What follows belongs to an exercise in optimizing a design on an open flow for small area and few clock cycles; a production flow would make more cautious choices. The RTL was checked by simulation tests, not by an equivalence proof against the original design. Power figures rest on the tool's default switching activity, not on a simulated workload.

==> job 4003: inputs <==
==> flow/design.v <==
`default_nettype none
package axi_upsize_pkg;
    localparam int addr_w = 32;
    localparam int id_w   = 4;
    localparam int len_w  = 8;
    localparam int size_w = 3;
    localparam int resp_w = 2;
    localparam int s_dw = 32;
    localparam int m_dw = 128;
    localparam int s_kw = s_dw / 8;
    localparam int m_kw = m_dw / 8;
    localparam int ratio      = m_dw / s_dw;
    localparam int ratio_log2 = $clog2(ratio);
    localparam int wlen_w = len_w - ratio_log2;
    localparam int aw_fifo_w = addr_w + id_w + wlen_w + size_w;
    localparam int b_fifo_w  = id_w + resp_w;
    localparam int aw_depth = 6;
    localparam int w_depth  = 14;
    localparam int b_depth  = 6;
endpackage
`default_nettype wire
`timescale 1ns/1ps
`default_nettype none
module sync_fifo #(
    parameter int width = 8,
    parameter int depth = 6
) (
    input  logic             m_axi_aclk,
    input  logic             s_axi_arst,
    input  logic             in_valid,
    output logic             in_ready,
    input  logic [width-1:0] in_data,
    output logic             out_valid,
    input  logic             out_ready,
    output logic [width-1:0] out_data
);
    logic [width-1:0] data_q [depth];
    logic [depth-1:0] full_q;
    logic [depth:0]   rdy;
    logic             in_xfer;
    always_comb begin
        rdy[0] = out_ready;
        for (int i = 0; i < depth; i++) begin
            rdy[i+1] = ~full_q[i] | rdy[i];
        end
    end
    assign in_ready  = ~&full_q;
    assign in_xfer   = in_valid & in_ready;
    assign out_valid = full_q[0];
    assign out_data  = data_q[0];
    always_ff @(posedge m_axi_aclk or posedge s_axi_arst) begin
        if (s_axi_arst) begin
            full_q <= '0;
        end else begin
            for (int i = 0; i < depth - 1; i++) begin
                if (rdy[i+1]) begin
                    full_q[i] <= full_q[i+1];
                end
            end
            if (rdy[depth]) begin
                full_q[depth-1] <= in_xfer;
            end
        end
    end
    always_ff @(posedge m_axi_aclk) begin
        for (int i = 0; i < depth - 1; i++) begin
            if (rdy[i+1]) begin
                data_q[i] <= data_q[i+1];
            end
        end
        if (rdy[depth]) begin
            data_q[depth-1] <= in_data;
        end
    end
endmodule
`default_nettype wire
`timescale 1ns/1ps
`default_nettype none
module aw_translate (
    input  logic [axi_upsize_pkg::addr_w-1:0]    s_axi_awaddr,
    input  logic [axi_upsize_pkg::id_w-1:0]      s_axi_awid,
    input  logic [axi_upsize_pkg::len_w-1:0]     s_axi_awlen,
    input  logic [axi_upsize_pkg::size_w-1:0]    s_axi_awsize,
    output logic [axi_upsize_pkg::aw_fifo_w-1:0] entry
);
    localparam int ratio_log2 = axi_upsize_pkg::ratio_log2;
    localparam int size_w     = axi_upsize_pkg::size_w;
    assign entry = {s_axi_awaddr, s_axi_awid, s_axi_awlen[axi_upsize_pkg::len_w-1:ratio_log2],
                    s_axi_awsize + size_w'(ratio_log2)};
endmodule
`default_nettype wire
`timescale 1ns/1ps
`default_nettype none
module w_packer #(
    parameter int depth = 14,
    parameter logic [depth-1:0] pack_at = depth'(1)
) (
    input  logic                              m_axi_aclk,
    input  logic                              s_axi_arst,
    input  logic [axi_upsize_pkg::s_dw-1:0]   s_axi_wdata,
    input  logic [axi_upsize_pkg::s_kw-1:0]   s_axi_wstrb,
    input  logic                              s_axi_wlast,
    input  logic                              s_axi_wvalid,
    output logic                              s_axi_wready,
    output logic [axi_upsize_pkg::m_dw-1:0]   m_axi_wdata,
    output logic [axi_upsize_pkg::m_kw-1:0]   m_axi_wstrb,
    output logic                              m_axi_wlast,
    output logic                              m_axi_wvalid,
    input  logic                              m_axi_wready
);
    localparam int ratio  = axi_upsize_pkg::ratio;
    localparam int lane_w = axi_upsize_pkg::ratio_log2;
    localparam int s_dw   = axi_upsize_pkg::s_dw;
    localparam int s_kw   = axi_upsize_pkg::s_kw;
    localparam int tail   = depth - 1;
    localparam logic [depth-1:0] packs = pack_at | (depth'(1) << tail);
    logic [ratio-1:0][s_dw-1:0] data_q [depth];
    logic [ratio-1:0][s_kw-1:0] strb_q [depth];
    logic [depth-1:0]           last_q;
    logic [depth-1:0]           full_q;    
    logic [depth-1:0]           part_q;    
    logic [lane_w-1:0]          lane_q;
    logic [depth:0]             rdy;
    logic [depth-1:0]           busy;
    logic [depth-1:0]           behind;
    logic [depth-1:0]           start_ok;
    logic [depth-1:0]           wr;
    logic [ratio-1:0]           lane_hit;
    logic [ratio-1:0]           lane_cur;
    logic                       w_xfer;
    logic                       word_done;
    assign busy = full_q | (part_q & packs);
    always_comb begin
        rdy[0] = m_axi_wready;
        for (int i = 0; i < depth; i++) begin
            rdy[i+1] = ~busy[i] | (full_q[i] & rdy[i]);
        end
        behind[tail] = 1'b0;
        for (int i = tail - 1; i >= 0; i--) begin
            behind[i] = behind[i+1] | busy[i+1];
        end
    end
    assign s_axi_wready = ~&full_q;
    assign w_xfer       = s_axi_wvalid & s_axi_wready;
    assign word_done    = s_axi_wlast | (lane_q == lane_w'(ratio - 1));
    always_comb begin
        for (int i = 0; i < depth; i++) begin
            start_ok[i] = packs[i] & ~behind[i] & rdy[i+1];
        end
        wr = '0;
        if (w_xfer) begin
            if (lane_q != '0) begin
                wr = part_q & packs;
            end else begin
                for (int i = depth - 1; i >= 0; i--) begin
                    if (start_ok[i]) begin
                        wr = '0;
                        wr[i] = 1'b1;
                    end
                end
            end
        end
        for (int j = 0; j < ratio; j++) begin
            lane_cur[j] = (lane_q == lane_w'(j));
            lane_hit[j] = lane_cur[j] | (s_axi_wlast & (lane_q < lane_w'(j)));
        end
    end
    always_ff @(posedge m_axi_aclk or posedge s_axi_arst) begin
        if (s_axi_arst) begin
            lane_q <= '0;
            full_q <= '0;
            part_q <= '0;
        end else begin
            if (w_xfer) begin
                lane_q <= word_done ? '0 : lane_q + 1'b1;
            end
            for (int i = 0; i < depth; i++) begin
                if (wr[i]) begin
                    full_q[i] <= word_done;
                    part_q[i] <= ~word_done;
                end else if (rdy[i+1]) begin
                    full_q[i] <= (i < tail) ? full_q[(i < tail) ? i + 1 : i] : 1'b0;
                end
            end
        end
    end
    always_ff @(posedge m_axi_aclk) begin
        for (int i = 0; i < depth; i++) begin
            if (wr[i]) begin
                last_q[i] <= s_axi_wlast;
                for (int j = 0; j < ratio; j++) begin
                    if (lane_hit[j]) begin
                        data_q[i][j] <= s_axi_wdata;
                        strb_q[i][j] <= lane_cur[j] ? s_axi_wstrb : '0;
                    end
                end
            end else if (rdy[i+1] && i < tail) begin
                last_q[i] <= last_q[(i < tail) ? i + 1 : i];
                data_q[i] <= data_q[(i < tail) ? i + 1 : i];
                strb_q[i] <= strb_q[(i < tail) ? i + 1 : i];
            end
        end
    end
    assign m_axi_wvalid = full_q[0];
    assign m_axi_wdata  = data_q[0];
    assign m_axi_wstrb  = strb_q[0];
    assign m_axi_wlast  = last_q[0];
endmodule
`default_nettype wire
`timescale 1ns/1ps
`default_nettype none
module axi_out_slice #(
    parameter int width = 6,
    parameter int depth = 6
) (
    input  logic             m_axi_aclk,
    input  logic             s_axi_arst,
    input  logic             in_valid,
    output logic             in_ready,
    input  logic [width-1:0] in_data,
    output logic             out_valid,
    input  logic             out_ready,
    output logic [width-1:0] out_data
);
    logic [width-1:0] data_q [depth];
    logic [depth-1:0] full_q;        
    logic [depth:0]   full;
    logic             push;
    logic             pop;
    assign full      = {1'b0, full_q};
    assign in_ready  = ~full_q[depth-1];
    assign out_valid = full_q[0] | in_valid;
    assign out_data  = full_q[0] ? data_q[0] : in_data;
    assign pop       = full_q[0] & out_ready;
    assign push      = in_valid & in_ready & (full_q[0] | ~out_ready);
    always_ff @(posedge m_axi_aclk or posedge s_axi_arst) begin
        if (s_axi_arst) begin
            full_q <= '0;
        end else if (push & ~pop) begin
            full_q <= {full_q[depth-2:0], 1'b1};
        end else if (pop & ~push) begin
            full_q <= full[depth:1];
        end
    end
    always_ff @(posedge m_axi_aclk) begin
        for (int i = 0; i < depth; i++) begin
            if (pop) begin
                if (push & full[i] & ~full[i+1]) begin
                    data_q[i] <= in_data;
                end else begin
                    data_q[i] <= data_q[(i < depth - 1) ? i + 1 : i];
                end
            end else if (push & ~full_q[i] & ((i == 0) | full_q[(i > 0) ? i - 1 : 0])) begin
                data_q[i] <= in_data;
            end
        end
    end
endmodule
`default_nettype wire
`timescale 1ns/1ps
`default_nettype none
module axi_upsize_top (
    input  logic                               m_axi_aclk,
    input  logic                               s_axi_arst,
    input  logic [axi_upsize_pkg::addr_w-1:0]  s_axi_awaddr,
    input  logic [axi_upsize_pkg::id_w-1:0]    s_axi_awid,
    input  logic [axi_upsize_pkg::len_w-1:0]   s_axi_awlen,
    input  logic [axi_upsize_pkg::size_w-1:0]  s_axi_awsize,
    input  logic                               s_axi_awvalid,
    output logic                               s_axi_awready,
    input  logic [axi_upsize_pkg::s_dw-1:0]    s_axi_wdata,
    input  logic [axi_upsize_pkg::s_kw-1:0]    s_axi_wstrb,
    input  logic                               s_axi_wlast,
    input  logic                               s_axi_wvalid,
    output logic                               s_axi_wready,
    output logic [axi_upsize_pkg::id_w-1:0]    s_axi_bid,
    output logic [axi_upsize_pkg::resp_w-1:0]  s_axi_bresp,
    output logic                               s_axi_bvalid,
    input  logic                               s_axi_bready,
    output logic [axi_upsize_pkg::addr_w-1:0]  m_axi_awaddr,
    output logic [axi_upsize_pkg::id_w-1:0]    m_axi_awid,
    output logic [axi_upsize_pkg::len_w-1:0]   m_axi_awlen,
    output logic [axi_upsize_pkg::size_w-1:0]  m_axi_awsize,
    output logic                               m_axi_awvalid,
    input  logic                               m_axi_awready,
    output logic [axi_upsize_pkg::m_dw-1:0]    m_axi_wdata,
    output logic [axi_upsize_pkg::m_kw-1:0]    m_axi_wstrb,
    output logic                               m_axi_wlast,
    output logic                               m_axi_wvalid,
    input  logic                               m_axi_wready,
    input  logic [axi_upsize_pkg::id_w-1:0]    m_axi_bid,
    input  logic [axi_upsize_pkg::resp_w-1:0]  m_axi_bresp,
    input  logic                               m_axi_bvalid,
    output logic                               m_axi_bready
);
    localparam int aw_w   = axi_upsize_pkg::aw_fifo_w;
    localparam int b_w    = axi_upsize_pkg::b_fifo_w;
    localparam int wlen_w = axi_upsize_pkg::wlen_w;
    localparam int len_w  = axi_upsize_pkg::len_w;
    logic [aw_w-1:0]   aw_entry, aw_out;
    logic [wlen_w-1:0] aw_wlen;
    aw_translate i_aw_translate (
        .s_axi_awaddr (s_axi_awaddr), .s_axi_awid (s_axi_awid),
        .s_axi_awlen (s_axi_awlen), .s_axi_awsize (s_axi_awsize),
        .entry (aw_entry)
    );
    sync_fifo #(.width(aw_w), .depth(axi_upsize_pkg::aw_depth)) i_aw_fifo (
        .m_axi_aclk (m_axi_aclk), .s_axi_arst (s_axi_arst),
        .in_valid (s_axi_awvalid), .in_ready (s_axi_awready), .in_data (aw_entry),
        .out_valid (m_axi_awvalid), .out_ready (m_axi_awready), .out_data (aw_out)
    );
    assign {m_axi_awaddr, m_axi_awid, aw_wlen, m_axi_awsize} = aw_out;
    assign m_axi_awlen = len_w'(aw_wlen);
    w_packer #(.depth(axi_upsize_pkg::w_depth), .pack_at(14'h8)) i_w_packer (
        .m_axi_aclk (m_axi_aclk), .s_axi_arst (s_axi_arst),
        .s_axi_wdata (s_axi_wdata), .s_axi_wstrb (s_axi_wstrb),
        .s_axi_wlast (s_axi_wlast), .s_axi_wvalid (s_axi_wvalid),
        .s_axi_wready (s_axi_wready),
        .m_axi_wdata (m_axi_wdata), .m_axi_wstrb (m_axi_wstrb),
        .m_axi_wlast (m_axi_wlast), .m_axi_wvalid (m_axi_wvalid),
        .m_axi_wready (m_axi_wready)
    );
    axi_out_slice #(.width(b_w), .depth(axi_upsize_pkg::b_depth)) i_b_buf (
        .m_axi_aclk (m_axi_aclk), .s_axi_arst (s_axi_arst),
        .in_valid (m_axi_bvalid), .in_ready (m_axi_bready), .in_data ({m_axi_bid, m_axi_bresp}),
        .out_valid (s_axi_bvalid), .out_ready (s_axi_bready), .out_data ({s_axi_bid, s_axi_bresp})
    );
endmodule
`default_nettype wire
==> flow/flow/run.sh <==
#!/bin/bash
# Standard layout, with plain buf_1 cells as the port buffers and a clock tree
# built from larger sink clusters without dummy loads.
set -euo pipefail
export BUFFER_PORTS_ARGS="-buffer_cell sky130_fd_sc_hd__buf_1"
export CTS_ARGS="-sink_clustering_enable -repair_clock_nets -sink_clustering_size 24 -sink_clustering_max_diameter 45 -sink_clustering_buffer sky130_fd_sc_hd__clkbuf_8 -dont_use_dummy_load"
bash standard.sh finish > standard.log 2>&1
==> flow/standard.sh <==
#!/bin/bash
# synth_recipe.tcl (not shown) runs the flow's synth.tcl, then flattens the netlist and writes it again
# the make line also repeats each setting of config.mk as NAME=value (left out here)
make -C /OpenROAD-flow-scripts/flow DESIGN_CONFIG=/design/flow/config.mk WORK_HOME=/design/flow/orfs CLKGATE_MAP_FILE= SYNTH_SCRIPT=/design/flow/synth_recipe.tcl "${@:-finish}"
==> flow/config.mk <==
export PLATFORM = sky130hd
export DESIGN_NAME = axi_upsize_top
export DESIGN_NICKNAME = axi_upsize_top
export VERILOG_FILES = /design/flow/design.v
export SDC_FILE = /design/flow/constraint.sdc
export NUM_CORES = 4
export LEC_CHECK = 0
export ABC_AREA = 1
export CAP_MARGIN = 20
export CORE_MARGIN = 2
export CORE_UTILIZATION = 60
export PLACE_DENSITY = 0.68
export SLEW_MARGIN = 20
==> flow/constraint.sdc <==
create_clock -name core_clock -period 4.0 [get_ports {m_axi_aclk}]
set_input_delay 0.8000 -clock core_clock [delete_from_list [all_inputs] [get_ports {m_axi_aclk}]]
set_output_delay 0.8000 -clock core_clock [all_outputs]
set_load 0.01 [all_outputs]
==> job 7764 (differences from job 4003) <==
==> flow/design.v, changed modules only <==
module axi_out_slice #(
    parameter int width = 6,
    parameter int depth = 6,
    parameter logic [depth-1:0] enter_at = depth'(1)
) (
    input  logic             m_axi_aclk,
    input  logic             s_axi_arst,
    input  logic             in_valid,
    output logic             in_ready,
    input  logic [width-1:0] in_data,
    output logic             out_valid,
    input  logic             out_ready,
    output logic [width-1:0] out_data
);
    localparam int tail = depth - 1;
    localparam logic [depth-1:0] enters = enter_at | (depth'(1) << tail);
    logic [width-1:0] data_q [depth];
    logic [depth-1:0] full_q;
    logic [depth:0]   rdy;
    logic [depth-1:0] behind;
    logic [depth-1:0] wr;
    logic             empty;
    logic             store;
    always_comb begin
        rdy[0] = out_ready;
        for (int i = 0; i < depth; i++) begin
            rdy[i+1] = ~full_q[i] | rdy[i];
        end
        behind[tail] = 1'b0;
        for (int i = tail - 1; i >= 0; i--) begin
            behind[i] = behind[i+1] | full_q[i+1];
        end
    end
    assign empty     = ~|full_q;
    assign in_ready  = ~&full_q;
    assign out_valid = full_q[0] | (empty & in_valid);
    assign out_data  = full_q[0] ? data_q[0] : in_data;
    assign store     = in_valid & in_ready & ~(empty & out_ready);
    always_comb begin
        wr = '0;
        for (int i = depth - 1; i >= 0; i--) begin
            if (store & enters[i] & ~behind[i] & rdy[i+1]) begin
                wr = '0;
                wr[i] = 1'b1;
            end
        end
    end
    always_ff @(posedge m_axi_aclk or posedge s_axi_arst) begin
        if (s_axi_arst) begin
            full_q <= '0;
        end else begin
            for (int i = 0; i < depth; i++) begin
                if (wr[i]) begin
                    full_q[i] <= 1'b1;
                end else if (rdy[i+1]) begin
                    full_q[i] <= (i < tail) ? full_q[(i < tail) ? i + 1 : i] : 1'b0;
                end
            end
        end
    end
    always_ff @(posedge m_axi_aclk) begin
        for (int i = 0; i < depth; i++) begin
            if (wr[i]) begin
                data_q[i] <= in_data;
            end else if (rdy[i+1] && i < tail) begin
                data_q[i] <= data_q[(i < tail) ? i + 1 : i];
            end
        end
    end
endmodule
==> flow/flow/run.sh (replaced) <==
#!/bin/bash
# Standard layout, with plain buf_1 cells as the port buffers and a clock tree
# built from larger sink clusters without dummy loads.
set -euo pipefail
export BUFFER_PORTS_ARGS="-buffer_cell sky130_fd_sc_hd__buf_1"
export CTS_ARGS="-sink_clustering_enable -repair_clock_nets -sink_clustering_size 22 -sink_clustering_max_diameter 45 -sink_clustering_buffer sky130_fd_sc_hd__clkbuf_8 -dont_use_dummy_load -buf_list sky130_fd_sc_hd__clkbuf_8"
bash standard.sh finish > standard.log 2>&1
CORE_UTILIZATION = 66   (was 60)
PLACE_DENSITY = 0.72   (was 0.68)
==> job 3169 (differences from job 4003) <==
==> flow/flow/run.sh (replaced) <==
#!/bin/bash
# Standard layout, with plain buf_1 cells as the port buffers and a clock tree
# built from larger sink clusters without dummy loads.
set -euo pipefail
export BUFFER_PORTS_ARGS="-buffer_cell sky130_fd_sc_hd__buf_1"
export CTS_ARGS="-sink_clustering_enable -repair_clock_nets -sink_clustering_size 40 -sink_clustering_max_diameter 45 -dont_use_dummy_load"
bash standard.sh finish > standard.log 2>&1
CORE_UTILIZATION = 55   (was 60)
PLACE_DENSITY = default   (was 0.68)
==> job 1374 (differences from job 4003) <==
==> flow/flow/run.sh (replaced) <==
#!/bin/bash
# Standard layout, with plain buf_1 cells as the port buffers and a clock tree
# built from larger sink clusters without dummy loads.
set -euo pipefail
export BUFFER_PORTS_ARGS="-buffer_cell sky130_fd_sc_hd__buf_1"
export CTS_ARGS="-sink_clustering_enable -repair_clock_nets -sink_clustering_size 20 -sink_clustering_max_diameter 40 -sink_clustering_buffer sky130_fd_sc_hd__clkbuf_8 -dont_use_dummy_load"
bash standard.sh finish > standard.log 2>&1
CORE_UTILIZATION = 68   (was 60)
PLACE_DENSITY = 0.75   (was 0.68)
==> run notes <==
metric	job 1374	job 4003	job 3169	job 7764
Worst Tran Pin Value	1.04 ns	0.941 ns	1.02 ns	1.09 ns
Switching part of the total	22.7%	22.4%	22.2%	23.3%
Cell area after layout	0.0799 mm^2	0.0800 mm^2	0.0822 mm^2	0.0795 mm^2
Met1 usage	27.0%	23.6%	22.7%	25.6%
Sequential group share of total power	71.1%	71.6%	66.0%	71.5%
Uppermost routed layer	met5	met5	met5	met4
Number of CTS-inserted buffers	185	169	177	177
Violation count after the first detailed-route iteration	2177	2221	2159	2085
Adder and majority cell fraction of the synthesized area	0.102%	0.102%	0.102%	0.0851%
Fraction of final layout cells with drive strength greater than 1	7.69%	7.40%	7.89%	7.55%
Gate count after technology mapping	3027	3027	3027	2969
Die Y-Extent	333 um	355 um	370 um	338 um
Status	finished clean	finished clean	finished clean	finished clean
Maximum fanout along the worst path	19	19	55	43
Testbench counts of job 4003, summed over its fixed seeds: cycles 2,931.
Testbench counts of job 7764, summed over its fixed seeds: cycles 2,931.
Testbench counts of job 3169, summed over its fixed seeds: cycles 2,931.
Testbench counts of job 1374, summed over its fixed seeds: cycles 2,931.

==> static timing again, ports no longer ideal <==
The flow's constraints put no driver on any port. The routed layouts listed below were extracted and timed again, unchanged, in two steps.
Step 1, drivers: a clkbuf_16 drives m_axi_aclk and a buf_2 each remaining input, both assumed.
Step 2 adds t to the input delays and takes it off the output delays; t is the mean of the earliest and latest rising clock arrival at the registers after step 1. Input paths then give back, and output paths get back, about the clock's delay inside the block.
a / b / c = ideal / step 1 / step 2; a / b = the first two.
| run | t, ns | setup WS [ns] | hold slack, ns | worst register clock-pin slew, ns |
|---|---|---|---|---|
| job 4003 | 0.771 | 0.957 / 0.957 / 0.857 | 0.153 / 0.104 / 0.352 | 0.12 / 0.12 |
| job 7764 | 0.883 | 0.421 / 0.421 / 0.245 | 0.010 / -0.033 / 0.347 | 0.12 / 0.12 |
| job 3169 | 0.840 | 0.619 / 0.619 / 0.305 | 0.107 / 0.065 / 0.365 | 0.09 / 0.09 |
| job 1374 | 0.789 | 0.862 / 0.862 / 0.691 | 0.161 / 0.114 / 0.373 | 0.12 / 0.12 |
After both steps every run listed still meets setup and hold. For job 3169, which loses most, drivers alone change the setup slack by 0.000 ns; drivers and shift together by -0.314 ns.
